This design comes from an exercise in tuning for small area on the open sky130 flow, not from production work.
The RTL was checked by simulation tests, not by an equivalence proof against the original design.

==> flow/design.v <==
package ethFramePkg;
   localparam logic [7:0] PREAMBLE_BYTE = 8'h55;
   localparam logic [7:0] SFD_BYTE = 8'hD5;
   localparam logic [47:0] BOARD_MAC = 48'h0080_55ec_0078;
   localparam logic [15:0] ETHERTYPE_IPV4 = 16'h0800;
   localparam logic [7:0] IP_PROTO_UDP = 8'h11;
   localparam logic [31:0] BOARD_IP = {8'd192, 8'd168, 8'd46, 8'd120};
   localparam logic [15:0] CMD_PORT = 16'd2007;
   localparam int FRAME_IDX_W = 7;
   localparam logic [FRAME_IDX_W-1:0] OFS_ETHERTYPE = 7'd12;
   localparam logic [FRAME_IDX_W-1:0] OFS_PROTO = 7'd23;
   localparam logic [FRAME_IDX_W-1:0] OFS_DST_IP = 7'd30;
   localparam logic [FRAME_IDX_W-1:0] OFS_DST_PORT = 7'd36;
   localparam logic [FRAME_IDX_W-1:0] OFS_CMD = 7'd42;
   localparam logic [31:0] CRC_INIT = 32'hFFFF_FFFF;
   localparam logic [31:0] CRC_POLY = 32'h04C1_1DB7;
   localparam logic [31:0] CRC_RESIDUE = 32'hC704_DD7B;
   localparam int CRC_BYTES = 4;
endpackage
package regCmdPkg;
   localparam logic [6:0] REG_COUNT = 7'd64;
   localparam int REG_IDX_W = 6;
   localparam int ADDR_W = 36;
   localparam int DATA_W = 64;
   localparam int DATA_BYTES = DATA_W / 8;
   localparam logic [7:0] MAX_READ_WORDS = 8'd8;
   localparam int REPLY_DEPTH = 16;
   localparam int REPLY_PTR_W = $clog2(REPLY_DEPTH);
   localparam int REPLY_CREDITS = 4;
   localparam int CREDIT_W = $clog2(REPLY_CREDITS + 1);
   localparam int CMD_HDR_BYTES = 10;
   localparam int FLAG_WRITE = 0;
   typedef logic [ADDR_W-1:0] regAddrT;
   typedef logic [DATA_W-1:0] regDataT;
   typedef union packed {
      logic [CMD_HDR_BYTES-1:0][7:0] byteView;
      struct packed {
         logic [8*CMD_HDR_BYTES-ADDR_W-17:0] unused;
         regAddrT addr;
         logic [7:0] count;
         logic [7:0] flags;
      } fieldView;
   } cmdHeaderU;
endpackage
import ethFramePkg::*;
import regCmdPkg::*;
module rtfCmdRx
(
   input  logic       PHY_RXCLK,
   input  logic       rst,
   input  logic [7:0] PHY_RXD,
   input  logic       PHY_RXCTL_RXDV,
   input  logic       PHY_RXER,
   input  logic       replyCredit,
   output logic       replyValid,
   output logic [ADDR_W-1:0]    replyAddr,
   output logic [DATA_W-1:0]    replyData
);
   localparam int QN = REPLY_DEPTH;
   logic inBody;
   logic prev55;
   logic [6:0] idx;           
   logic [31:0] crcReg;
   logic matchOk;
   logic errFlag;
   logic isWrite;
   logic countOk;
   logic [3:0] cnt;           
   logic [DATA_W-1:0] cmdWord;
   logic [ADDR_W-1:0] addr;
   logic [DATA_W-1:0] dataWord;
   logic whiNz;               
   logic rxByte;
   logic sfd;
   logic frameEnd;
   logic lenOk;
   logic cmdOk;
   logic push;                
   function automatic logic [31:0] crcNext(input logic [31:0] crc, input logic [7:0] data);
      logic [31:0] c;
      c = crc;
      for (int i = 0; i < 8; i++)
      begin
         if (c[31] ^ data[i])
            c = {c[30:0], 1'b0} ^ CRC_POLY;
         else
            c = {c[30:0], 1'b0};
      end
      crcNext = c;
   endfunction
   function automatic logic [8:0] expAt(input logic [6:0] i);
      case (i)
         7'd0:  expAt = {1'b1, BOARD_MAC[47:40]};
         7'd1:  expAt = {1'b1, BOARD_MAC[39:32]};
         7'd2:  expAt = {1'b1, BOARD_MAC[31:24]};
         7'd3:  expAt = {1'b1, BOARD_MAC[23:16]};
         7'd4:  expAt = {1'b1, BOARD_MAC[15:8]};
         7'd5:  expAt = {1'b1, BOARD_MAC[7:0]};
         7'd12: expAt = {1'b1, ETHERTYPE_IPV4[15:8]};
         7'd13: expAt = {1'b1, ETHERTYPE_IPV4[7:0]};
         7'd23: expAt = {1'b1, IP_PROTO_UDP};
         7'd30: expAt = {1'b1, BOARD_IP[31:24]};
         7'd31: expAt = {1'b1, BOARD_IP[23:16]};
         7'd32: expAt = {1'b1, BOARD_IP[15:8]};
         7'd33: expAt = {1'b1, BOARD_IP[7:0]};
         7'd36: expAt = {1'b1, CMD_PORT[15:8]};
         7'd37: expAt = {1'b1, CMD_PORT[7:0]};
         default: expAt = 9'h000;
      endcase
   endfunction
   logic [8:0] expB;
   assign expB = expAt(idx);
   assign rxByte = inBody && PHY_RXCTL_RXDV;
   assign sfd = !inBody && prev55 && PHY_RXCTL_RXDV && PHY_RXD == SFD_BYTE;
   assign frameEnd = inBody && !PHY_RXCTL_RXDV;
   assign lenOk = idx[6] || (!isWrite && idx[5:3] == 3'b111);
   assign cmdOk = frameEnd && matchOk && !errFlag && countOk && lenOk &&
      crcReg == CRC_RESIDUE;
   always_ff @(posedge PHY_RXCLK)
   begin
      if (rst)
      begin
         inBody <= 1'b0;
         prev55 <= 1'b0;
      end
      else
      begin
         if (inBody)
            inBody <= PHY_RXCTL_RXDV;
         else if (sfd)
            inBody <= 1'b1;
         prev55 <= !inBody && !sfd && PHY_RXCTL_RXDV && PHY_RXD == PREAMBLE_BYTE;
      end
   end
   always_ff @(posedge PHY_RXCLK)
   begin
      if (sfd)
      begin
         idx <= '0;
         crcReg <= CRC_INIT;
         matchOk <= 1'b1;
         errFlag <= PHY_RXER;
      end
      else if (rxByte)
      begin
         if (!idx[6])
            idx <= idx + 1'b1;
         crcReg <= crcNext(crcReg, PHY_RXD);
         errFlag <= errFlag | PHY_RXER;
         if (expB[8] && PHY_RXD != expB[7:0])
            matchOk <= 1'b0;
      end
   end
   always_ff @(posedge PHY_RXCLK)
   begin
      if (rxByte && idx == 7'd42)
         isWrite <= PHY_RXD[FLAG_WRITE];
      if (rxByte && idx == 7'd43)
      begin
         cnt <= PHY_RXD[3:0];
         countOk <= isWrite ? PHY_RXD == 8'd1 :
            PHY_RXD != 8'd0 && PHY_RXD <= MAX_READ_WORDS;
      end
      else if (push)
         cnt <= cnt - 1'b1;
   end
   logic [5:0] p;             
   logic sweep;               
   logic wpend;
   logic [5:0] waddr;
   logic anyPending;
   logic land0;
   logic land32;
   logic zeroIn;
   assign zeroIn = rst || sweep;
   assign land0 = wpend && !zeroIn && !anyPending && waddr == p;
   assign land32 = wpend && !zeroIn && !anyPending &&
      waddr[4:0] == p[4:0] && waddr[5] != p[5];
   always_ff @(posedge PHY_RXCLK)
   begin
      if (rst)
      begin
         p <= '0;
         sweep <= 1'b1;
         wpend <= 1'b0;
      end
      else
      begin
         p <= p + 1'b1;
         if (p == 6'd31)
            sweep <= 1'b0;
         if (cmdOk && isWrite && !whiNz)
            wpend <= 1'b1;
         else if (land0 || land32)
            wpend <= 1'b0;
      end
   end
   logic [64*DATA_W-1:0] ring;
   logic [DATA_W-1:0] ring0;
   logic [DATA_W-1:0] ring32;
   assign ring0 = ring[0 +: DATA_W];
   assign ring32 = ring[32*DATA_W +: DATA_W];
   logic take0, keep0, take32, keep32;
   assign take0 = land0;
   assign keep0 = !land0 && !zeroIn;
   assign take32 = land32;
   assign keep32 = !land32 && !zeroIn;
   always_ff @(posedge PHY_RXCLK)
   begin
      ring <= {ring0, ring[64*DATA_W-1:DATA_W]};
      ring[63*DATA_W +: DATA_W] <= ({DATA_W{take0}} & dataWord) | ({DATA_W{keep0}} & ring0);
      ring[31*DATA_W +: DATA_W] <= ({DATA_W{take32}} & dataWord) | ({DATA_W{keep32}} & ring32);
   end
   logic busy;
   logic curIn;
   logic [REPLY_PTR_W:0] wrPtr;
   logic [REPLY_PTR_W:0] rdPtr;
   logic [QN*DATA_W-1:0] qPay;
   logic [QN*REG_IDX_W-1:0] qLo;
   logic [QN-1:0] qOor;
   logic [QN-1:0] qPend;
   logic [REG_IDX_W-1:0] lo0;
   logic [REG_IDX_W-1:0] want;
   logic [REG_IDX_W-1:0] tapOfs;
   logic tapHit;
   logic [DATA_W-1:0] tapData;
   logic [CREDIT_W-1:0] credits;
   logic deliver;
   assign lo0 = qLo[0 +: REG_IDX_W];
   assign curIn = addr[ADDR_W-1:REG_IDX_W] == '0;
   assign push = busy && p[REPLY_PTR_W-1:0] == wrPtr[REPLY_PTR_W-1:0] &&
      (wrPtr[REPLY_PTR_W] == rdPtr[REPLY_PTR_W] || wrPtr[REPLY_PTR_W-1:0] != rdPtr[REPLY_PTR_W-1:0]) &&
      !(curIn && wpend);
   assign want = push ? addr[REG_IDX_W-1:0] : lo0;
   assign tapOfs = want - p;
   assign tapHit = tapOfs[5:4] == 2'b00;
   assign tapData = ring[{tapOfs[3:0], 6'b0} +: DATA_W];
   assign anyPending = |qPend;
   always_ff @(posedge PHY_RXCLK)
   begin
      if (rst)
      begin
         busy <= 1'b0;
         wrPtr <= '0;
      end
      else
      begin
         if (cmdOk && !isWrite)
            busy <= 1'b1;
         else if (push && cnt == 4'd1)
            busy <= 1'b0;
         if (push)
            wrPtr <= wrPtr + 1'b1;
      end
   end
   assign addr = cmdWord[59:24];
   assign dataWord = cmdWord;
   always_ff @(posedge PHY_RXCLK)
   begin
      if (rxByte && ((idx >= 7'd44 && idx <= 7'd48) || (isWrite && idx >= 7'd52 && idx <= 7'd59)))
         cmdWord <= {PHY_RXD, cmdWord[DATA_W-1:8]};
      else if (push)
         cmdWord[59:24] <= addr + 1'b1;
   end
   always_ff @(posedge PHY_RXCLK)
   begin
      if (rxByte && isWrite && idx >= 7'd44 && idx <= 7'd48)
      begin
         case (idx[2:0])
            3'd4:
            begin
               waddr <= PHY_RXD[REG_IDX_W-1:0];
               whiNz <= PHY_RXD[7:6] != 2'b00;
            end
            3'd0: whiNz <= whiNz || PHY_RXD[3:0] != 4'h0;
            default: whiNz <= whiNz || PHY_RXD != 8'h00;
         endcase
      end
   end
   always_ff @(posedge PHY_RXCLK)
   begin
      qPay <= {qPay[0 +: DATA_W], qPay[QN*DATA_W-1:DATA_W]};
      qLo <= {lo0, qLo[QN*REG_IDX_W-1:REG_IDX_W]};
      qOor <= {qOor[0], qOor[QN-1:1]};
      qPend <= {qPend[0] && !zeroIn, qPend[QN-1:1]};
      if (push)
      begin
         qLo[(QN-1)*REG_IDX_W +: REG_IDX_W] <= addr[REG_IDX_W-1:0];
         qOor[QN-1] <= !curIn;
         qPend[QN-1] <= curIn && !tapHit && !zeroIn;
         qPay[(QN-1)*DATA_W +: DATA_W] <= curIn ? tapData : DATA_W'(addr[ADDR_W-1:REG_IDX_W]);
      end
      else if (qPend[0] && tapHit)
      begin
         qPend[QN-1] <= 1'b0;
         qPay[(QN-1)*DATA_W +: DATA_W] <= tapData;
      end
   end
   assign deliver = wrPtr != rdPtr && rdPtr[REPLY_PTR_W-1:0] == p[REPLY_PTR_W-1:0] &&
      !qPend[0] && credits != '0;
   always_ff @(posedge PHY_RXCLK)
   begin
      if (rst)
      begin
         rdPtr <= '0;
         credits <= CREDIT_W'(REPLY_CREDITS);
      end
      else
      begin
         if (deliver)
            rdPtr <= rdPtr + 1'b1;
         credits <= credits + CREDIT_W'(replyCredit) - CREDIT_W'(deliver);
      end
   end
   assign replyValid = deliver;
   assign replyAddr = {qOor[0] ? qPay[0 +: ADDR_W-REG_IDX_W] : '0, lo0};
   assign replyData = {qPay[ADDR_W-REG_IDX_W +: DATA_W-ADDR_W+REG_IDX_W],
      qOor[0] ? '0 : qPay[0 +: ADDR_W-REG_IDX_W]};
endmodule
clock: 8.0 ns
lec_check: 0
cap_margin: 20
core_margin: 2
core_utilization: 45
cts_cluster_diameter: 80
cts_cluster_size: 30
place_density: 0.6
slew_margin: 20
run.sh (not shown) runs the stock make flow with config.mk's settings and CLKGATE_MAP_FILE= SYNTH_SCRIPT=/design/flow/synth_recipe.tcl, a recipe that flattens the netlist after the stock synthesis.
The starting point passed the timing, DRC and antenna checks.
==> next run, changes <==
--- a/flow/design.v
+++ b/flow/design.v
@@ -63,21 +63,20 @@
    logic [31:0] crcReg;
    logic matchOk;
    logic errFlag;
    logic isWrite;
    logic countOk;
-   logic [3:0] cnt;           
+   logic [3:0] cnt;
    logic [DATA_W-1:0] cmdWord;
    logic [ADDR_W-1:0] addr;
    logic [DATA_W-1:0] dataWord;
    logic whiNz;               
    logic rxByte;
    logic sfd;
    logic frameEnd;
    logic lenOk;
    logic cmdOk;
-   logic push;                
    function automatic logic [31:0] crcNext(input logic [31:0] crc, input logic [7:0] data);
       logic [31:0] c;
       c = crc;
       for (int i = 0; i < 8; i++)
       begin
@@ -159,12 +158,10 @@
       begin
          cnt <= PHY_RXD[3:0];
          countOk <= isWrite ? PHY_RXD == 8'd1 :
             PHY_RXD != 8'd0 && PHY_RXD <= MAX_READ_WORDS;
       end
-      else if (push)
-         cnt <= cnt - 1'b1;
    end
    logic [5:0] p;             
    logic sweep;               
    logic wpend;
    logic [5:0] waddr;
@@ -210,11 +207,13 @@
       ring <= {ring0, ring[64*DATA_W-1:DATA_W]};
       ring[63*DATA_W +: DATA_W] <= ({DATA_W{take0}} & dataWord) | ({DATA_W{keep0}} & ring0);
       ring[31*DATA_W +: DATA_W] <= ({DATA_W{take32}} & dataWord) | ({DATA_W{keep32}} & ring32);
    end
    logic busy;
+   logic [3:0] left;
    logic curIn;
+   logic push;
    logic [REPLY_PTR_W:0] wrPtr;
    logic [REPLY_PTR_W:0] rdPtr;
    logic [QN*DATA_W-1:0] qPay;
    logic [QN*REG_IDX_W-1:0] qLo;
    logic [QN-1:0] qOor;
@@ -244,13 +243,20 @@
          wrPtr <= '0;
       end
       else
       begin
          if (cmdOk && !isWrite)
+         begin
             busy <= 1'b1;
-         else if (push && cnt == 4'd1)
-            busy <= 1'b0;
+            left <= cnt;
+         end
+         else if (push)
+         begin
+            left <= left - 1'b1;
+            if (left == 4'd1)
+               busy <= 1'b0;
+         end
          if (push)
             wrPtr <= wrPtr + 1'b1;
       end
    end
    assign addr = cmdWord[59:24];
After rerunning: The changed run completed with no timing, DRC or antenna violations; worst setup slack degrades by 0.63 ns; via count grows by 0.64%; count of clock-buffer cells in the layout grows by 8; die area is about the same; hold slack gains 0.0043 ns; critical path depth came out higher by 1; final area hardly moves; final cell count barely changes; first-iteration DRC count shrinks by about 1.4%.

[what the ideal ports hide]
The flow's constraints put no driver on any port. The routed layouts listed below were extracted and timed again, unchanged, in two steps. Step 1: set_driving_cell puts a clkbuf_16 on PHY_RXCLK and a buf_2 on each other input, an assumption about the parent block. Step 2 adds t to the input delays and takes it off the output delays; t is the mean of the earliest and latest rising clock arrival at the registers after step 1. Input paths then give back, and output paths get back, about the clock's delay inside the block. a / b / c = ideal / step 1 / step 2; a / b = the first two.
| run | t, ns | setup WS [ns] | worst data-port slew with drivers (ns) |
|---|---|---|---|
| the first run | 0.962 | 2.275 / 2.275 / 2.275 | 0.03 |
| the second run | 0.974 | 1.644 / 1.644 / 1.644 | 0.08 |
After both steps every run listed still meets setup and hold.
